This is an optimization exercise on Yosys and OpenROAD, whose aim is small area, a short achievable clock period and few clock cycles per item, not a production implementation. At most, simulation tests tie the RTL to the original design; equivalence was not proved. No functional check of the RTL was part of run 3. Power figures rest on the tool's default switching activity, not on a simulated workload.

### flow/run.sh
#!/bin/bash
set -euo pipefail
MARGIN=$(cat flow/margin.txt)
CTS=$(cat flow/cts_args.txt)
bash standard.sh SETUP_SLACK_MARGIN="$MARGIN" "CTS_ARGS=$CTS" finish > make_finish.log 2>&1
### flow/cts_args.txt
-sink_clustering_enable -repair_clock_nets -dont_use_dummy_load -sink_clustering_size 24 -sink_clustering_max_diameter 90
### flow/margin.txt
6.75
### standard.sh
#!/bin/bash
# synth_recipe.tcl (not shown) runs the flow's synth.tcl, then flattens the netlist and writes it again
# the make line also repeats each setting of config.mk as NAME=value (left out here)
make -C /OpenROAD-flow-scripts/flow DESIGN_CONFIG=/design/flow/config.mk WORK_HOME=/design/flow/orfs CLKGATE_MAP_FILE= SYNTH_SCRIPT=/design/flow/synth_recipe.tcl "${@:-finish}"
### config.mk
export PLATFORM = sky130hd
export DESIGN_NAME = bit_vector_last_one_query_core
export DESIGN_NICKNAME = bit_vector_last_one_query_core
export VERILOG_FILES = /design/flow/design.v
export SDC_FILE = /design/flow/constraint.sdc
export NUM_CORES = 4
export LEC_CHECK = 0
export CAP_MARGIN = 20
export CORE_MARGIN = 2
export CORE_UTILIZATION = 35
export SETUP_SLACK_MARGIN = 5
export SLEW_MARGIN = 20
export SYNTH_MEMORY_MAX_BITS = 8192
### constraint.sdc
create_clock -name core_clock -period 10.0 [get_ports {clk}]
set_input_delay 2.0000 -clock core_clock [delete_from_list [all_inputs] [get_ports {clk}]]
set_output_delay 2.0000 -clock core_clock [all_outputs]
set_load 0.01 [all_outputs]
### design.v
package bvlq_pkg;
	localparam int unsigned MAX_BITS   = 1024;
	localparam int unsigned BLOCK_BITS = 64;
	localparam int unsigned NUM_BLOCKS = MAX_BITS / BLOCK_BITS;
	localparam int unsigned NUM_ROWS   = NUM_BLOCKS - 1;    
	localparam int unsigned POS_W      = 11;
	localparam int unsigned OFF_W      = $clog2(BLOCK_BITS);
	localparam int unsigned BLK_W      = $clog2(NUM_BLOCKS);
	localparam int unsigned FUNC_W     = 2;
	localparam int unsigned STAT_W     = 2;
	localparam logic [FUNC_W-1:0] FUNC_APPEND = 2'd0;
	localparam logic [FUNC_W-1:0] FUNC_SET    = 2'd1;
	localparam logic [FUNC_W-1:0] FUNC_QUERY  = 2'd2;
	localparam logic [STAT_W-1:0] ST_OK    = 2'd0;
	localparam logic [STAT_W-1:0] ST_BOUND = 2'd1;
	localparam logic [STAT_W-1:0] ST_RANGE = 2'd2;
	typedef logic [BLOCK_BITS-1:0] word_t;
	typedef logic [NUM_ROWS-1:0]   rows_t;
	typedef logic [POS_W-1:0]      pos_t;
	typedef logic [BLK_W-1:0]      blk_t;
	typedef logic [OFF_W-1:0]      off_t;
endpackage
module bvlq_store (
	input  logic              clk,
	input  bvlq_pkg::rows_t   we,
	input  bvlq_pkg::word_t   wdata,
	input  bvlq_pkg::rows_t   rsel,
	output bvlq_pkg::word_t   rdata,
	output bvlq_pkg::rows_t   nz,
	input  bvlq_pkg::blk_t    taddr,
	output bvlq_pkg::off_t    rtop
);
	bvlq_pkg::word_t rows_q [bvlq_pkg::NUM_ROWS];
	bvlq_pkg::rows_t nz_q;
	bvlq_pkg::off_t  top_q [bvlq_pkg::NUM_ROWS];
	logic            wnz;
	bvlq_pkg::off_t  wtop;
	bvlq_top #(.W(bvlq_pkg::BLOCK_BITS)) u_top_w (
		.w   (wdata),
		.hit (wnz),
		.idx (wtop)
	);
	for (genvar k = 0; k < bvlq_pkg::NUM_ROWS; k++) begin : g_row
		always_ff @(posedge clk) begin
			if (we[k]) begin
				rows_q[k] <= wdata;
				nz_q[k]   <= wnz;
				top_q[k]  <= wtop;
			end
		end
	end
	always_comb begin
		rdata = '0;
		for (int k = 0; k < bvlq_pkg::NUM_ROWS; k++) begin
			rdata = rdata | (rows_q[k] & {bvlq_pkg::BLOCK_BITS{rsel[k]}});
		end
	end
	assign nz   = nz_q;
	assign rtop = (taddr < bvlq_pkg::blk_t'(bvlq_pkg::NUM_ROWS)) ? top_q[taddr] : '0;
endmodule
module bvlq_top #(
	parameter int unsigned W  = 64,
	parameter int unsigned IW = $clog2(W)
) (
	input  logic [W-1:0]  w,
	output logic          hit,
	output logic [IW-1:0] idx
);
	logic          h [IW+1][W];
	logic [IW-1:0] x [IW+1][W];
	always_comb begin
		for (int i = 0; i < W; i++) begin
			h[0][i] = w[i];
			x[0][i] = '0;
		end
		for (int l = 0; l < IW; l++) begin
			for (int i = 0; i < W; i++) begin
				h[l+1][i] = 1'b0;
				x[l+1][i] = '0;
			end
			for (int i = 0; i < (W >> (l + 1)); i++) begin
				h[l+1][i] = h[l][2*i] | h[l][2*i+1];
				x[l+1][i] = h[l][2*i+1] ? x[l][2*i+1] : x[l][2*i];
				x[l+1][i][l] = h[l][2*i+1];
			end
		end
		hit = h[IW][0];
		idx = x[IW][0];
	end
endmodule
module bit_vector_last_one_query_core (
	input  logic                           clk,
	input  logic                           arst_n,
	input  logic                           in_valid,
	output logic                           in_stall,
	input  logic [bvlq_pkg::FUNC_W-1:0]    func,
	input  logic                           bit_value,
	input  logic [bvlq_pkg::POS_W-1:0]     query_pos,
	output logic                           out_valid,
	input  logic                           out_stall,
	output logic [bvlq_pkg::POS_W-1:0]     last_one_pos,
	output logic                           found,
	output logic [bvlq_pkg::STAT_W-1:0]    status
);
	localparam int unsigned NR = bvlq_pkg::NUM_ROWS;
	localparam int unsigned BB = bvlq_pkg::BLOCK_BITS;
	localparam int unsigned OW = bvlq_pkg::OFF_W;
	localparam int unsigned BW = bvlq_pkg::BLK_W;
	localparam int unsigned NG = BB / 8;
	localparam int unsigned GW = $clog2(NG);
	logic hold_q;    
	logic stall_q;   
	logic run_ab;
	logic                        a_valid_q;
	logic [bvlq_pkg::FUNC_W-1:0] a_func_q;
	logic                        a_bit_q;
	bvlq_pkg::pos_t              a_pos_q;
	assign run_ab   = !hold_q;
	assign in_stall = stall_q;
	always_ff @(posedge clk or negedge arst_n) begin
		if (!arst_n) begin
			a_valid_q <= 1'b0;
		end else if (run_ab) begin
			a_valid_q <= in_valid;
		end
	end
	always_ff @(posedge clk) begin
		if (run_ab) begin
			a_func_q <= func;
			a_bit_q  <= bit_value;
			a_pos_q  <= query_pos;
		end
	end
	bvlq_pkg::pos_t  len_q;      
	logic            empty_q;    
	logic            bnd_q;      
	bvlq_pkg::blk_t  tblk_q;     
	bvlq_pkg::word_t tail_q;     
	logic a_go;
	logic is_app, is_set, is_qry;
	logic full;
	logic app_ok, set_ok;
	bvlq_pkg::off_t  app_off, set_off;
	logic [bvlq_pkg::STAT_W-1:0] a_stat;
	logic            a_rng;
	logic            a_qv;
	bvlq_pkg::pos_t  a_pm1;
	bvlq_pkg::blk_t  a_blk;
	logic            a_tail;
	assign a_go   = a_valid_q && run_ab;
	assign is_app = (a_func_q == bvlq_pkg::FUNC_APPEND);
	assign is_set = (a_func_q == bvlq_pkg::FUNC_SET);
	assign is_qry = (a_func_q == bvlq_pkg::FUNC_QUERY);
	assign full   = len_q[bvlq_pkg::POS_W-1];
	assign app_ok = a_go && is_app && !full;
	assign set_ok = a_go && is_set && !empty_q;
	logic commit;
	assign commit = app_ok && bnd_q;
	bvlq_pkg::rows_t wr;
	for (genvar k = 0; k < NR; k++) begin : g_wr
		assign wr[k] = commit && (tblk_q == bvlq_pkg::blk_t'(k));
	end
	assign app_off = len_q[OW-1:0];
	assign set_off = len_q[OW-1:0] - bvlq_pkg::off_t'(1);
	assign a_rng  = (a_pos_q > len_q);
	assign a_pm1  = a_pos_q - bvlq_pkg::pos_t'(1);
	assign a_blk  = a_pm1[bvlq_pkg::POS_W-2:OW];
	assign a_tail = (a_blk == tblk_q);
	assign a_qv   = is_qry && (a_pos_q != '0) && !a_rng;
	always_comb begin
		a_stat = bvlq_pkg::ST_OK;
		if (is_app && full) a_stat = bvlq_pkg::ST_BOUND;
		if (is_set && empty_q) a_stat = bvlq_pkg::ST_BOUND;
		if (is_qry && a_rng) a_stat = bvlq_pkg::ST_RANGE;
	end
	always_ff @(posedge clk or negedge arst_n) begin
		if (!arst_n) begin
			len_q   <= '0;
			empty_q <= 1'b1;
			bnd_q   <= 1'b0;
			tblk_q  <= '0;
		end else if (app_ok) begin
			len_q   <= len_q + bvlq_pkg::pos_t'(1);
			empty_q <= 1'b0;
			bnd_q   <= (len_q[OW-1:0] == '1);
			tblk_q  <= len_q[bvlq_pkg::POS_W-2:OW];
		end
	end
	for (genvar i = 0; i < BB; i++) begin : g_tail
		always_ff @(posedge clk) begin
			if ((app_ok && (app_off == bvlq_pkg::off_t'(i)))
			    || (set_ok && (set_off == bvlq_pkg::off_t'(i)))) begin
				tail_q[i] <= a_bit_q;
			end
		end
	end
	bvlq_pkg::rows_t nz;
	bvlq_pkg::blk_t  ptop_addr;
	bvlq_pkg::off_t  ptop;
	bvlq_pkg::word_t pdata;
	bvlq_store u_store (
		.clk   (clk),
		.we    (wr),
		.wdata (tail_q),
		.rsel  (b_sel_q),
		.rdata (pdata),
		.nz    (nz),
		.taddr (ptop_addr),
		.rtop  (ptop)
	);
	logic                        b_valid_q;
	logic [bvlq_pkg::STAT_W-1:0] b_stat_q;
	logic                        b_qv_q;
	logic                        b_tail_q;
	bvlq_pkg::blk_t              b_blk_q;
	bvlq_pkg::rows_t             b_sel_q;
	bvlq_pkg::off_t              b_off_q;
	always_ff @(posedge clk or negedge arst_n) begin
		if (!arst_n) begin
			b_valid_q <= 1'b0;
		end else if (run_ab) begin
			b_valid_q <= a_valid_q;
		end
	end
	always_ff @(posedge clk) begin
		if (run_ab) begin
			b_stat_q <= a_stat;
			b_qv_q   <= a_qv;
			b_tail_q <= a_tail;
			b_blk_q  <= a_blk;
			for (int k = 0; k < NR; k++) begin
				b_sel_q[k] <= a_qv && !a_tail && (a_blk == bvlq_pkg::blk_t'(k));
			end
			b_off_q  <= a_pm1[OW-1:0];
		end
	end
	bvlq_pkg::word_t b_word, b_mask;
	assign b_word = pdata | (tail_q & {BB{b_tail_q}});
	always_comb begin
		for (int i = 0; i < BB; i++) begin
			b_mask[i] = (bvlq_pkg::off_t'(i) <= b_off_q);
		end
	end
	logic [NG-1:0] b_ghit;
	logic [NG-1:0][2:0] b_gidx;
	for (genvar g = 0; g < NG; g++) begin : g_grp
		bvlq_top #(.W(8)) u_top_g (
			.w   (b_word[8*g +: 8] & b_mask[8*g +: 8]),
			.hit (b_ghit[g]),
			.idx (b_gidx[g])
		);
	end
	logic [bvlq_pkg::NUM_BLOCKS-1:0] b_nzm;
	logic                            b_hit2;
	bvlq_pkg::blk_t                  b_j;
	always_comb begin
		b_nzm = '0;
		for (int k = 0; k < NR; k++) begin
			b_nzm[k] = nz[k] && (bvlq_pkg::blk_t'(k) < b_blk_q);
		end
	end
	bvlq_top #(.W(bvlq_pkg::NUM_BLOCKS)) u_top_j (
		.w   (b_nzm),
		.hit (b_hit2),
		.idx (b_j)
	);
	assign ptop_addr = b_j;
	logic                        c_valid_q;
	logic [bvlq_pkg::STAT_W-1:0] c_stat_q;
	logic                        c_qv_q;
	logic [NG-1:0]               c_ghit_q;
	logic [NG-1:0][2:0]          c_gidx_q;
	bvlq_pkg::blk_t              c_blk_q;
	logic                        c_hit2_q;
	bvlq_pkg::blk_t              c_j_q;
	bvlq_pkg::off_t              c_jtop_q;
	always_ff @(posedge clk or negedge arst_n) begin
		if (!arst_n) begin
			c_valid_q <= 1'b0;
		end else if (run_ab) begin
			c_valid_q <= b_valid_q;
		end
	end
	always_ff @(posedge clk) begin
		if (run_ab) begin
			c_stat_q <= b_stat_q;
			c_qv_q   <= b_qv_q;
			c_ghit_q <= b_ghit;
			c_gidx_q <= b_gidx;
			c_blk_q  <= b_blk_q;
			c_hit2_q <= b_hit2;
			c_j_q    <= b_j;
			c_jtop_q <= ptop;
		end
	end
	logic                c_hit1;
	logic                c_found;
	logic [GW-1:0]       c_g;
	logic [2:0]          c_l;
	bvlq_pkg::pos_t      c_idx;
	bvlq_pkg::pos_t      c_pos;
	always_comb begin
		c_g = '0;
		for (int g = 0; g < NG; g++) begin
			if (c_ghit_q[g]) c_g = GW'(g);
		end
		c_l = c_gidx_q[c_g];
	end
	assign c_hit1  = |c_ghit_q;
	assign c_found = c_qv_q && (c_hit1 || c_hit2_q);
	assign c_idx   = c_hit1 ? bvlq_pkg::pos_t'({c_blk_q, c_g, c_l})
		: bvlq_pkg::pos_t'({c_j_q, c_jtop_q});
	assign c_pos   = c_found ? (c_idx + bvlq_pkg::pos_t'(1)) : '0;
	logic hold_d;
	always_ff @(posedge clk or negedge arst_n) begin
		if (!arst_n) begin
			stall_q <= 1'b0;
		end else begin
			stall_q <= hold_d;
		end
	end
	logic                        o_valid_q;
	bvlq_pkg::pos_t              o_pos_q;
	logic                        o_found_q;
	logic [bvlq_pkg::STAT_W-1:0] o_stat_q;
	bvlq_pkg::pos_t              k_pos_q;
	logic                        k_found_q;
	logic [bvlq_pkg::STAT_W-1:0] k_stat_q;
	logic take, produce, o_load;
	assign take    = o_valid_q && !out_stall;
	assign produce = c_valid_q && run_ab;
	assign hold_d  = hold_q ? !take : (produce && !o_load);
	assign o_load  = !o_valid_q || !out_stall;
	always_ff @(posedge clk or negedge arst_n) begin
		if (!arst_n) begin
			o_valid_q <= 1'b0;
			hold_q    <= 1'b0;
		end else begin
			if (o_load) begin
				o_valid_q <= hold_q || produce;
			end
			hold_q <= hold_d;
		end
	end
	always_ff @(posedge clk) begin
		if (o_load) begin
			if (hold_q) begin
				o_pos_q   <= k_pos_q;
				o_found_q <= k_found_q;
				o_stat_q  <= k_stat_q;
			end else begin
				o_pos_q   <= c_pos;
				o_found_q <= c_found;
				o_stat_q  <= c_stat_q;
			end
		end
		if (!hold_q) begin
			k_pos_q   <= c_pos;
			k_found_q <= c_found;
			k_stat_q  <= c_stat_q;
		end
	end
	assign out_valid    = o_valid_q;
	assign last_one_pos = o_pos_q;
	assign found        = o_found_q;
	assign status       = o_stat_q;
endmodule
==> results of run 1 <==
## how the worst max path moves through the flow
stage | depth (start not counted) | end | slack (ns)
2_1_floorplan | 6 | u_store.nz_q[1]$_DFFE_PP_ | 5.14
3_3_place_gp | 7 | u_store.rows_q[2][28]$_DFFE_PP_ | 6.22
3_5_place_dp | 7 | u_store.top_q[9][4]$_DFFE_PP_ | 6.20
4_1_cts | 2 | in_stall | 6.40
5_1_grt | 2 | in_stall | 6.62
6_report | 2 | in_stall | 6.66
## logic make-up (layout without fill, tap and decap cells)
logic type,count (synthesis),after routing,share of synthesized area [%]
other cells,0,1,0
xor+xnor,31,31,0.554
buf+inv,219,283,1.77
compound gates,851,851,13.4
mux,22,22,0.475
fa+ha+maj,19,19,0.485
simple gates,557,558,5.81
flops,1272,1272,77.5
## placed cells by master, fill, tap and decap left out, types with 11 or more instances in the layout
cell type / synthesis / layout
nor3_1: 33 / 25
a31oi_1: 24 / 23
dfxtp_1: 14 / 14
a22o_1: 175 / 175
and2_1: 16 / 15
dfrtp_1: 21 / 19
ha_1: 19 / 19
a21oi_1: 47 / 44
nor2b_1: 17 / 17
or2_2: 13 / 13
buf_2: 15 / 16
inv_1: 54 / 52
o21ai_0: 55 / 52
edfxtp_1: 1236 / 1236
o22ai_1: 74 / 74
buf_8: 0 / 11
nand2_1: 120 / 120
clkbuf_16: 0 / 62
mux2i_1: 12 / 11
nor2_1: 117 / 102
a22oi_1: 180 / 180
buf_12: 0 / 21
nand2b_1: 14 / 14
nand4_1: 57 / 57
xnor2_1: 26 / 25
nand3_1: 81 / 80
a221oi_1: 171 / 163
buf_4: 1 / 85
clkdlybuf4s50_1: 0 / 16
nor2_4: 0 / 11
a21o_1: 11 / 11
nor4_1: 16 / 14
and3_1: 26 / 26
buf_6: 3 / 11
## flip-flops by register name, indices dropped and copies added (netlist names), 2 cells and up
signal,count
a_func_q,2
a_pos_q,11
b_blk_q,4
b_off_q,6
b_sel_q,15
b_stat_q,2
c_blk_q,4
c_ghit_q,8
c_gidx_q,24
c_j_q,4
c_jtop_q,6
c_stat_q,2
k_pos_q,11
k_stat_q,2
len_q,11
o_pos_q,11
o_stat_q,2
tail_q,64
tblk_q,4
u_store.nz_q,15
u_store.rows_q,960
u_store.top_q,90
## synth_stat cells, drive strengths merged, types with 5 or more instances
master	instances
dfxtp	14
edfxtp	1236
nor3	33
nor2b	17
nand3	81
o22ai	74
o31ai	7
o21bai	11
o211ai	10
a221oi	171
clkbuf	97
buf	67
nand2	120
or3	6
o21a	10
nor3b	5
and2	16
o21ai	57
or4	11
a22oi	180
xor2	5
o221ai	9
a22o	175
a32oi	6
nand2b	14
and3	26
xnor2	26
a21oi	47
dfrtp	21
and3b	6
ha	19
a21o	11
nand4	58
a211oi	7
a222oi	6
inv	55
o32ai	6
mux2i	12
a31oi	24
mux2	10
or2	14
nor4	18
nor2	117
o22a	5
## through the flow
stage	setup slack (ns)	instance area (um2)	utilization, %
3_5_place_dp	6.20	51900	37.3
3_3_place_gp	6.22	51900	37.3
4_1_cts	6.40	53700	38.6
2_1_floorplan	5.14	49100	-
5_1_grt	6.62	54300	39.0
6_report	6.66	54300	39.0
## worst register-to-register path, cell delays in order (launching register included)
cell	delay [ns]
dfrtp_2	0.44
buf_4	0.15
clkinvlp_4	0.07
nand3_1	0.17
nor3_4	0.15
buf_4	0.31
or4b_4	0.60
nor3_4	0.21
buf_6	0.43
buf_12	0.37
## area by class of cell
type                    count  area (um2)  area share (%)
flip-flops and latches   1272       38000            69.9
multi-input cells        1481       10500            19.4
well taps                1876        2350            4.32
repair buffers            169        1790            3.30
clock buffers              59        1480            2.72
inverters                  55         214           0.394
diodes                      1        2.50         0.00461
## per-layer routing
metal	wire, um	track usage [%]	vias to the layer above
met4	3770	4.83	2
met2	68600	32.2	1598
met3	13400	2.27	203
met5	13	0	-
li1	-	-	12300
met1	61800	29.1	15500
## power by group
| part | switching, uW | internal [uW] |
|---|---|---|
| combinational | 2770 | 1430 |
| sequential | 159 | 6130 |
| clock | 1570 | 1050 |
## timing repair
item,4_1_cts,5_1_grt
buffers inserted,15,27
pin swaps,4,10
endpoints found under the setup margin,674,396
gates resized for setup,125,73
cloned,2,3
==> out/results.txt, run 1 <==
Max Buffers Root-to-Sink - 3
Global-route usage over all layers - 20.1%
PortBufs - 33
H-Tree Depth - 2
Post-synth EDFFs - 1236
Pre-antenna DRT Iters - 5
TNS Setup - 0 ns
Wirelength, routed - 148000 um
Via density - 6.03
Remaining DRCs - 0
Min Hold Slack - 0.416 ns
Worst R2R Path Depth - 9
Initial DRC Count - 3991
Crit. End Element - primary output
CP max FO - 5
Outcome - finished clean
Buf/Inv on CP - 2
Hold Path End - c_stat_q[1]$_DFFE_PN_
Max IR drop VDD - 0.000197 V
CP top delay family - flip-flops
CTS Sinks - 1272
Warning count from the yosys run - 13
Placeable Area - 139000 um2
Leak Pwr - 0.0165 uW
Unrepaired setup endpoints after global routing - yes
Layout area overhead - 10.9%
Async S/R FF share, synth - 1.73%
Sequential cell area fraction in the yosys report - 77.5%
Final Hold Fails - 0
Clk Latency, worst-skew pair - 0.70 ns
DP HPWL - 81100 um
Slew HR - 33.0%
Die extent in x - 378 um
Max-slew violations - 0
# Max-Cap Violations - 0
Initial antenna violation count - 2
I/O pins - 34
Die ar. - 143000 um2
Critical Path, Cell by Cell - buf_12 > clkbuf_2
Setup slack, reg-to-reg - 6.76 ns
Grt ovf - 0
CP required - 8.00 ns
Clock Pin Slew Worst Setup and Hold Paths - 0.09 ns
Share of cells above drive strength 1 - 10.0%
Final worst-path cycle share - 33.4%
Final setup fails - 0
Max Clock Skew - 0.0750 ns
Hold path depth - 0
Vias in the first global route - 27.9k
# nets final - 3075
Syn Area/Cell - 16.5 um2
Cts bufs inserted - 59
Netlist cell types - 80
Share of Yosys cell area claimed by the top area cell type - 75.8%
Top cells by area, synth - edfxtp_1 76%, a22o_1 3.1%, a221oi_1 3.1%
Critical path's slowest cell - dfrtp_2
Synth Flop Type - edfxtp_1
Routed wire per std cell - 30.0 um
Largest net degree at the start of global routing - 65
CTS tree - built
Die height - 378 um
CP arrival - 1.34 ns
RR Startpoint - stall_q$_DFF_PN0_
Root Driver - clkbuf_16
Fin crit period - 3.34 ns
Cell Pwr Density - 241 nW/um2
Cell taking the most area after synthesis - edfxtp_1
# fillers - 12.7k
DP Cell Count - 4806
Cells after Synth - 2971
Crit start category - register
CP Launch Point - stall_q$_DFF_PN0_
Critical path class - reg2out
PnR Total Power - 13100 uW
Worst r2r dst - u_store.top_q[0][3]$_DFFE_PP_
Final Instance Count excl. Fillers - 4913
Routed Antenna Nets - 0
F_max - 0.299 GHz
Hold Crit Class - reg2reg
Slew @ Worst Pin - 1.00 ns
Global-route wire length before repair - 208000 um
Via count - 29.6k
Largest stage delay, worst path - 0.44 ns
Site row count - 137
Hold Crit Start - b_stat_q[1]$_SDFFCE_PP1N_
Routability cong. - 0.897
Hold buffers post-CTS - 0
Initial core utilization - 35.2%
Cell area after synthesis - 49000 um2
Register bit total from synthesis - 1272
Syn Nets - 3008
Testbench counts, summed over its fixed seeds: cycles 12,832, items 12,800.
==> inputs of run 2 (changes only) <==
--- a/design.v
+++ b/design.v
@@ -194,6 +194,13 @@
 			end
 		end
 	end
+	logic                        b_valid_q;
+	logic [bvlq_pkg::STAT_W-1:0] b_stat_q;
+	logic                        b_qv_q;
+	logic                        b_tail_q;
+	bvlq_pkg::blk_t              b_blk_q;
+	bvlq_pkg::rows_t             b_sel_q;
+	bvlq_pkg::off_t              b_off_q;
 	bvlq_pkg::rows_t nz;
 	bvlq_pkg::blk_t  ptop_addr;
 	bvlq_pkg::off_t  ptop;
@@ -208,13 +215,6 @@
 		.taddr (ptop_addr),
 		.rtop  (ptop)
 	);
-	logic                        b_valid_q;
-	logic [bvlq_pkg::STAT_W-1:0] b_stat_q;
-	logic                        b_qv_q;
-	logic                        b_tail_q;
-	bvlq_pkg::blk_t              b_blk_q;
-	bvlq_pkg::rows_t             b_sel_q;
-	bvlq_pkg::off_t              b_off_q;
 	always_ff @(posedge clk or negedge arst_n) begin
 		if (!arst_n) begin
 			b_valid_q <= 1'b0;
==> out/results.txt, run 2 <==
Largest regs - u_store.rows_q (960), u_store.top_q (90), tail_q (64) (unchanged)
Max reg flops - 960 (unchanged)
# Max-Cap Violations - 0 (unchanged)
Cell area after layout - 54300 um2 (unchanged)
CP arrival - 1.34 ns (about the same)
Routed wire per std cell - 30.0 um (unchanged)
Syn Nets - 3008 (unchanged)
Logic pwr share - 32.0% (about the same)
# fillers - 12.7k (unchanged)
Critical path's slowest cell - dfrtp_2 (unchanged)
Syn Area/Cell - 16.5 um2 (unchanged)
CP required - 8.00 ns (about the same)
Most common cell after layout, fill and taps aside - edfxtp_1 (unchanged)
Routed Antenna Nets - 0 (unchanged)
F_max - 0.299 GHz (unchanged)
Final Instance Count excl. Fillers - 4913 (unchanged)
Post-synth EDFFs - 1236 (unchanged)
Post-synth top cells - 1236 x edfxtp_1, 180 x a22oi_1, 175 x a22o_1 (unchanged)
PnR Total Power - 13100 uW (unchanged)
Layout area overhead - 10.9% (unchanged)
Critical Path, Cell by Cell - buf_12 > clkbuf_2 (unchanged)
CP max FO - 5 (unchanged)
Sw power - 4500 uW (unchanged)
Wirelength, routed - 148000 um (unchanged)
Die ar. - 143000 um2 (unchanged)
Clk Latency, worst-skew pair - 0.70 ns (about the same)
Most frequent cells in the layout - 1236 x edfxtp_1, 180 x a22oi_1, 175 x a22o_1 (unchanged)
Async S/R FF share, synth - 1.73% (unchanged)
Remaining DRCs - 0 (unchanged)
Largest reg by FF count - u_store.rows_q (unchanged)
Max Clock Skew - 0.0750 ns (unchanged)
Grt met3 use - 2.27% (unchanged)
# nets final - 3075 (unchanged)
Crit. End Element - primary output (unchanged)
Max Buffers Root-to-Sink - 3 (unchanged)
CP top delay family - flip-flops (unchanged)
Initial antenna violation count - 2 (unchanged)
Sequential cell area fraction in the yosys report - 77.5% (unchanged)
DP Area - 51900 um2 (unchanged)
Netlist cell types - 80 (unchanged)
Cell area after synthesis - 49000 um2 (unchanged)
Share of cells above drive strength 1 - 10.0% (unchanged)
Clock share of power - 20.0% (about the same)
Grt ovf - 0 (unchanged)
I/O pins - 34 (unchanged)
Synth Flop Type - edfxtp_1 (unchanged)
GRT busiest layer - met2 (unchanged)
Via density - 6.03 (unchanged)
Die extent in x - 378 um (unchanged)
Final Hold Fails - 0 (unchanged)
Global-route wire length before repair - 208000 um (unchanged)
Global-route usage over all layers - 20.1% (unchanged)
DP Cell Count - 4806 (unchanged)
Site row count - 137 (unchanged)
Pre-antenna DRT Iters - 5 (unchanged)
Hold Crit Class - reg2reg (unchanged)
Slew HR - 33.0% (unchanged)
PortBufs - 33 (unchanged)
Routability cong. - 0.897 (unchanged)
Buf/Inv on CP - 2 (unchanged)
DP HPWL - 81100 um (unchanged)
Cell taking the most area after synthesis - edfxtp_1 (unchanged)
Root Driver - clkbuf_16 (unchanged)
Cell Pwr Density - 241 nW/um2 (unchanged)
Setup slack, reg-to-reg - 6.76 ns (about the same)
Hold buffers post-CTS - 0 (unchanged)
Initial core utilization - 35.2% (unchanged)
Critical path class - reg2out (unchanged)
Met1 Usage GRT - 29.1% (unchanged)
Top cells by area, synth - edfxtp_1 76%, a22o_1 3.1%, a221oi_1 3.1% (unchanged)
CTS Sinks - 1272 (unchanged)
Max IR drop VDD - 0.000197 V (unchanged)
Largest stage delay, worst path - 0.44 ns (about the same)
Vias in the first global route - 27.9k (unchanged)
Global routing usage on met2 - 32.2% (unchanged)
Initial DRC Count - 3991 (unchanged)
Outcome - finished clean (unchanged)
Via count - 29.6k (unchanged)
Switching Fraction - 34.3% (unchanged)
Crit start category - register (unchanged)
TNS Setup - 0 ns (unchanged)
Unrepaired setup endpoints after global routing - yes (unchanged)
Cts bufs inserted - 59 (unchanged)
Final setup fails - 0 (unchanged)
Share of Yosys cell area claimed by the top area cell type - 75.8% (unchanged)
Largest net degree at the start of global routing - 65 (unchanged)
Seq pwr share - 48.0% (about the same)
Count leader, synth - edfxtp_1 (unchanged)
Cells after Synth - 2971 (unchanged)
Clock Pin Slew Worst Setup and Hold Paths - 0.09 ns (about the same)
Warning count from the yosys run - 13 (unchanged)
Die height - 378 um (unchanged)
Register bit total from synthesis - 1272 (unchanged)
Max-slew violations - 0 (unchanged)
Int Power - 8610 uW (unchanged)
Leak Pwr - 0.0165 uW (unchanged)
H-Tree Depth - 2 (unchanged)
CTS tree - built (unchanged)
Final worst-path cycle share - 33.4% (unchanged)
Placeable Area - 139000 um2 (unchanged)
Slew @ Worst Pin - 1.00 ns (unchanged)
Fin crit period - 3.34 ns (unchanged)
-- run 2: cell families (layout without fill, tap and decap cells) --
logic type / Yosys count / in the layout / synth area share (%)
simple gates: 557 / 558 / 5.81
buf+inv: 219 / 283 / 1.77
flops: 1272 / 1272 / 77.5
xor+xnor: 31 / 31 / 0.554
other cells: 0 / 1 / 0
mux: 22 / 22 / 0.475
compound gates: 851 / 851 / 13.4
fa+ha+maj: 19 / 19 / 0.485
-- run 2: cell type report --
cell class	instances	area, um2	area share [%]
inverters	55	214	0.394
well taps	1876	2350	4.32
flip-flops and latches	1272	38000	69.9
clock buffers	59	1480	2.72
diodes	1	2.50	0.00461
multi-input cells	1481	10500	19.4
repair buffers	169	1790	3.30
-- run 2: what timing repair did --
action,in CTS,in global routing
buffers inserted,15,27
pin swaps,4,10
cloned,2,3
endpoints found under the hold margin,0,0
gates resized for setup,125,73
setup endpoints to repair,674,396
-- run 2: final timing paths --
check                                     startpoint                             to  depth (start not counted)
setup reg to reg                   stall_q$_DFF_PN0_  u_store.top_q[0][3]$_DFFE_PP_                          9
hold / removal             b_stat_q[1]$_SDFFCE_PP1N_          c_stat_q[1]$_DFFE_PN_                          0
max in group asynchronous                     arst_n           len_q[1]$_DFFE_PN0P_                          1
min in group asynchronous                     arst_n           len_q[5]$_DFFE_PN0P_                          1
hold reg to reg            b_stat_q[1]$_SDFFCE_PP1N_          c_stat_q[1]$_DFFE_PN_                          0
setup / recovery                   stall_q$_DFF_PN0_                       in_stall                          2
-- run 2: metal layers --
metal / wire, um / vias to the layer above
met5: 13 / -
met4: 3770 / 2
met3: 13400 / 203
met2: 68600 / 1598
met1: 61800 / 15500
li1: - / 12300
-- run 2: power by group through the flow --
stage | Combinational [uW] | Clock [uW] | Sequential (uW)
2_1_floorplan | 2380 | 0 | 6370
5_1_grt | 4430 | 2810 | 6320
3_5_place_dp | 3810 | 0 | 6440
3_3_place_gp | 3790 | 0 | 6440
6_report | 4200 | 2620 | 6290
4_1_cts | 3910 | 2640 | 6310
-- run 2: stage by stage --
stage	hold WS (ns)	utilization [%]	worst slack (ns)
2_1_floorplan	0.400	-	5.14
3_5_place_dp	0.405	37.3	6.20
6_report	0.416	39.0	6.66
4_1_cts	0.416	38.6	6.40
5_1_grt	0.421	39.0	6.62
3_3_place_gp	0.406	37.3	6.22
Testbench counts of run 2, summed over its fixed seeds: cycles 12,832, items 12,800.
==> inputs of run 3 (changes only) <==
--- a/design.v
+++ b/design.v
@@ -140,7 +140,7 @@
 	logic is_app, is_set, is_qry;
 	logic full;
 	logic app_ok, set_ok;
-	bvlq_pkg::off_t  app_off, set_off;
+	bvlq_pkg::off_t  app_off;
 	logic [bvlq_pkg::STAT_W-1:0] a_stat;
 	logic            a_rng;
 	logic            a_qv;
@@ -161,7 +161,6 @@
 		assign wr[k] = commit && (tblk_q == bvlq_pkg::blk_t'(k));
 	end
 	assign app_off = len_q[OW-1:0];
-	assign set_off = len_q[OW-1:0] - bvlq_pkg::off_t'(1);
 	assign a_rng  = (a_pos_q > len_q);
 	assign a_pm1  = a_pos_q - bvlq_pkg::pos_t'(1);
 	assign a_blk  = a_pm1[bvlq_pkg::POS_W-2:OW];
@@ -186,21 +185,15 @@
 			tblk_q  <= len_q[bvlq_pkg::POS_W-2:OW];
 		end
 	end
+	bvlq_pkg::word_t tail_dec;
 	for (genvar i = 0; i < BB; i++) begin : g_tail
+		assign tail_dec[i] = (app_off == bvlq_pkg::off_t'(i));
 		always_ff @(posedge clk) begin
-			if ((app_ok && (app_off == bvlq_pkg::off_t'(i)))
-			    || (set_ok && (set_off == bvlq_pkg::off_t'(i)))) begin
+			if ((app_ok && tail_dec[i]) || (set_ok && tail_dec[(i + 1) % BB])) begin
 				tail_q[i] <= a_bit_q;
 			end
 		end
 	end
-	logic                        b_valid_q;
-	logic [bvlq_pkg::STAT_W-1:0] b_stat_q;
-	logic                        b_qv_q;
-	logic                        b_tail_q;
-	bvlq_pkg::blk_t              b_blk_q;
-	bvlq_pkg::rows_t             b_sel_q;
-	bvlq_pkg::off_t              b_off_q;
 	bvlq_pkg::rows_t nz;
 	bvlq_pkg::blk_t  ptop_addr;
 	bvlq_pkg::off_t  ptop;
@@ -215,6 +208,13 @@
 		.taddr (ptop_addr),
 		.rtop  (ptop)
 	);
+	logic                        b_valid_q;
+	logic [bvlq_pkg::STAT_W-1:0] b_stat_q;
+	logic                        b_qv_q;
+	logic                        b_tail_q;
+	bvlq_pkg::blk_t              b_blk_q;
+	bvlq_pkg::rows_t             b_sel_q;
+	bvlq_pkg::off_t              b_off_q;
 	always_ff @(posedge clk or negedge arst_n) begin
 		if (!arst_n) begin
 			b_valid_q <= 1'b0;
==> flow/margin.txt (replaced) <==
6.5
==> out/results.txt, run 3 <==
Outcome - finished clean (unchanged)
Most common cell after layout, fill and taps aside - edfxtp_1 (unchanged)
CP arrival - 3.96 ns (was 1.34 ns)
H-Tree Depth - 2 (unchanged)
I/O pins - 34 (unchanged)
RR Startpoint - b_sel_q[7]$_DFFE_PN_ (was stall_q$_DFF_PN0_)
Largest net degree at the start of global routing - 65 (unchanged)
F_max - 0.281 GHz (was 0.299 GHz)
Cell taking the most area after synthesis - edfxtp_1 (unchanged)
Site row count - 137 (unchanged)
Hold Path End - c_qv_q$_DFFE_PN_ (was c_stat_q[1]$_DFFE_PN_)
Fin crit period - 3.56 ns (was 3.34 ns)
Cell area after synthesis - 48800 um2 (was 49000 um2)
Syn Area/Cell - 16.4 um2 (was 16.5 um2)
CP max FO - 33 (was 5)
Worst r2r dst - c_ghit_q[5]$_DFFE_PN_ (was u_store.top_q[0][3]$_DFFE_PP_)
Cell Pwr Density - 240 nW/um2 (was 241 nW/um2)
Largest reg by FF count - u_store.rows_q (unchanged)
Slew @ Worst Pin - 1.18 ns (was 1.00 ns)
Wirelength, routed - 150000 um (was 148000 um)
Top cells by area, synth - edfxtp_1 76%, a22oi_1 3.2%, a221oi_1 3.1% (was edfxtp_1 76%, a22o_1 3.1%, a221oi_1 3.1%)
Register bit total from synthesis - 1272 (unchanged)
Routability cong. - 0.878 (was 0.897)
Critical path's slowest cell - a211oi_1 (was dfrtp_2)
Via density - 6.03 (about the same)
PortBufs - 33 (unchanged)
Warning count from the yosys run - 13 (unchanged)
Global-route wire length before repair - 211000 um (was 208000 um)
Global-route usage over all layers - 20.6% (was 20.1%)
Max Buffers Root-to-Sink - 3 (unchanged)
Unrepaired setup endpoints after global routing - yes (unchanged)
Remaining DRCs - 0 (unchanged)
Max-slew violations - 0 (unchanged)
Clock Pin Slew Worst Setup and Hold Paths - 0.09 ns (about the same)
Initial core utilization - 35.1% (was 35.2%)
# nets final - 3053 (was 3075)
Largest regs - u_store.rows_q (960), u_store.top_q (90), tail_q (64) (unchanged)
Syn Nets - 3007 (was 3008)
Root Driver - clkbuf_16 (unchanged)
Die ar. - 142000 um2 (was 143000 um2)
Buf/Inv on CP - 1 (was 2)
Async S/R FF share, synth - 1.73% (unchanged)
Register Area - 38000 um2 (unchanged)
Clk Latency, worst-skew pair - 0.73 ns (was 0.70 ns)
Largest stage delay, worst path - 0.82 ns (was 0.44 ns)
Footprint of the multi-input gates - 10300 um2 (was 10500 um2)
Initial antenna violation count - 1 (was 2)
Vias in the first global route - 28.1k (was 27.9k)
Count leader, synth - edfxtp_1 (unchanged)
Worst path most repeated cell - nand2_1
Die extent in x - 377 um (was 378 um)
Hold path depth - 0 (unchanged)
Cts bufs inserted - 59 (unchanged)
Final worst-path cycle share - 35.6% (was 33.4%)
Setup slack, reg-to-reg - 6.44 ns (was 6.76 ns)
Diodes inserted - 0 (was 1)
Die height - 377 um (was 378 um)
Post-synth EDFFs - 1236 (unchanged)
Leak Pwr - 0.0163 uW (was 0.0165 uW)
Critical Path, Cell by Cell - buf_6 > a22o_1 > a221oi_1 > nand4_1 > o311ai_0 > nand2_1 > a211oi_1 > nand2_1 (was buf_12 > clkbuf_2)
Max IR drop VDD - 0.000154 V (was 0.000197 V)
Crit. End Element - register (was primary output)
Hold Crit Class - reg2reg (unchanged)
Critical path class - reg2reg (was reg2out)
Layout area overhead - 10.1% (was 10.9%)
CTS tree - built (unchanged)
Slew HR - 21.3% (was 33.0%)
Max reg flops - 960 (unchanged)
Post-synth top cells - 1236 x edfxtp_1, 208 x a22oi_1, 175 x a221oi_1 (was 1236 x edfxtp_1, 180 x a22oi_1, 175 x a22o_1)
Crit start category - register (unchanged)
Final setup fails - 0 (unchanged)
TNS Setup - 0 ns (unchanged)
Cells after Synth - 2971 (unchanged)
Routed wire per std cell - 30.6 um (was 30.0 um)
Most frequent cells in the layout - 1236 x edfxtp_1, 208 x a22oi_1, 175 x a221oi_1 (was 1236 x edfxtp_1, 180 x a22oi_1, 175 x a22o_1)
Worst R2R Path Depth - 8 (was 9)
Via count - 29.5k (was 29.6k)
CTS Sinks - 1272 (unchanged)
CP required - 10.40 ns (was 8.00 ns)
Placeable Area - 139000 um2 (about the same)
Hold Crit Start - b_qv_q$_DFFE_PN_ (was b_stat_q[1]$_SDFFCE_PP1N_)
# Max-Cap Violations - 0 (unchanged)
Min Hold Slack - 0.426 ns (was 0.416 ns)
CP top delay family - compound AO/OA/AOI/OAI gates (was flip-flops)
Initial DRC Count - 4558 (was 3991)
Max Clock Skew - 0.0656 ns (was 0.0750 ns)
Final Hold Fails - 0 (unchanged)
Share of Yosys cell area claimed by the top area cell type - 76.0% (was 75.8%)
CP Launch Point - b_sel_q[7]$_DFFE_PN_ (was stall_q$_DFF_PN0_)
Share of cells above drive strength 1 - 8.62% (was 10.0%)
Pre-antenna DRT Iters - 7 (was 5)
Sequential cell area fraction in the yosys report - 77.7% (was 77.5%)
# fillers - 12.7k (about the same)
Netlist cell types - 86 (was 80)
Synth Flop Type - edfxtp_1 (unchanged)
Routed Antenna Nets - 0 (unchanged)
DP HPWL - 81100 um (about the same)
Grt ovf - 0 (unchanged)
run 3: cell types whose count changed in the layout (fill, tap and decap cells not counted), moves of 9 or more:
cell | previous run | this run
a221oi_1 | 163 | 175
nand3_1 | 80 | 56
dlygate4sd2_1 | 0 | 15
a22oi_1 | 180 | 208
buf_2 | 16 | 0
xnor2_1 | 25 | 16
buf_12 | 21 | 11
nor3_1 | 25 | 45
nor2_1 | 102 | 153
o22ai_1 | 74 | 9
run 3: what timing repair did:
action                                  4_1_cts  5_1_grt
buffers inserted                             17        8
gates cloned                                  6        0
endpoints found under the setup margin      805      303
gates resized for setup                      66       42
pin swaps                                     9        1
hold buffers                                  0        0
run 3: routing by layer:
layer / wire (um) / vias up / GRT usage (%)
li1: - / 12200 / -
met1: 59300 / 15100 / 29.0
met2: 67700 / 1868 / 31.7
met3: 15100 / 302 / 2.60
met4: 7780 / 0 / 9.90
met5: 0 / - / 0
run 3: power breakdown:
group          internal [uW]  switching (uW)  leakage (uW)
clock network           1050            1580      0.000727
registers               6130             220        0.0114
logic                   1230            2700       0.00423
total                   8410            4500        0.0163
run 3: cell type report:
| class | count | share of cell area, % |
|---|---|---|
| Timing Repair Buffer | 147 | 2.72 |
| Sequential cell | 1272 | 70.6 |
| Multi-Input combinational cell | 1480 | 19.2 |
| Tap cell | 1876 | 4.37 |
| Clock buffer | 59 | 2.75 |
| Inverter | 57 | 0.405 |
run 3: logic make-up after synthesis:
family	Yosys count	synth area share, %
muxes	17	0.374
buffers and inverters	224	1.74
adders and majority gates	18	0.461
xor gates and xnor gates	22	0.423
and+or+nand+nor	595	6.03
AOI/OAI and AO/OA	823	13.2
DFF	1272	77.7
run 3: how the worst max path moves through the flow:
stage	endpoint	slack, ns	cells after the start
3_3_place_gp	u_store.rows_q[5][44]$_DFFE_PP_	5.65	8
6_report	c_ghit_q[5]$_DFFE_PN_	6.44	8
5_1_grt	u_store.top_q[11][1]$_DFFE_PP_	6.41	6
3_5_place_dp	u_store.rows_q[5][36]$_DFFE_PP_	5.57	8
4_1_cts	in_stall	6.46	3
2_1_floorplan	u_store.nz_q[1]$_DFFE_PP_	5.17	6
run 3: stage by stage:
stage / setup slack [ns] / utilization, % / area, um2 / power [uW] / instances
floorplan: 5.17 / - / 49000 / 8550 / 2971
global placement: 5.65 / 37.2 / 51700 / 10200 / 4800
detailed placement: 5.57 / 37.2 / 51700 / 10200 / 4800
CTS: 6.46 / 38.5 / 53500 / 12800 / 4882
global route: 6.41 / 38.7 / 53800 / 13300 / 4891
finish: 6.44 / 38.7 / 53800 / 12900 / 4891

==> what the ideal ports hide <==
In the flow no input, the clock included, has a driving cell. The finished layouts below were timed again as built, in two steps. Step 1 sets driving cells, clkbuf_16 on the clock port and buf_2 on the other inputs (assumed; they add their load-dependent delay and slew). Step 2, shift: input delay + t, output delay - t, t = (earliest + latest rising clock arrival at the registers) / 2. This alone moves slack from input paths to output paths. Three values: no drivers, after step 1, after step 2; two values: the first two.
run	t (ns)	setup slack, ns	clock arrival spread, ns	worst register clock-pin slew, ns
run 1	0.736	6.658 / 6.584 / 6.477	0.077 / 0.077	0.10 / 0.10
run 2	0.736	6.658 / 6.584 / 6.477	0.077 / 0.077	0.10 / 0.10
run 3	0.764	6.441 / 6.441 / 6.441	0.068 / 0.068	0.10 / 0.10
After both steps every run listed still meets setup and hold.
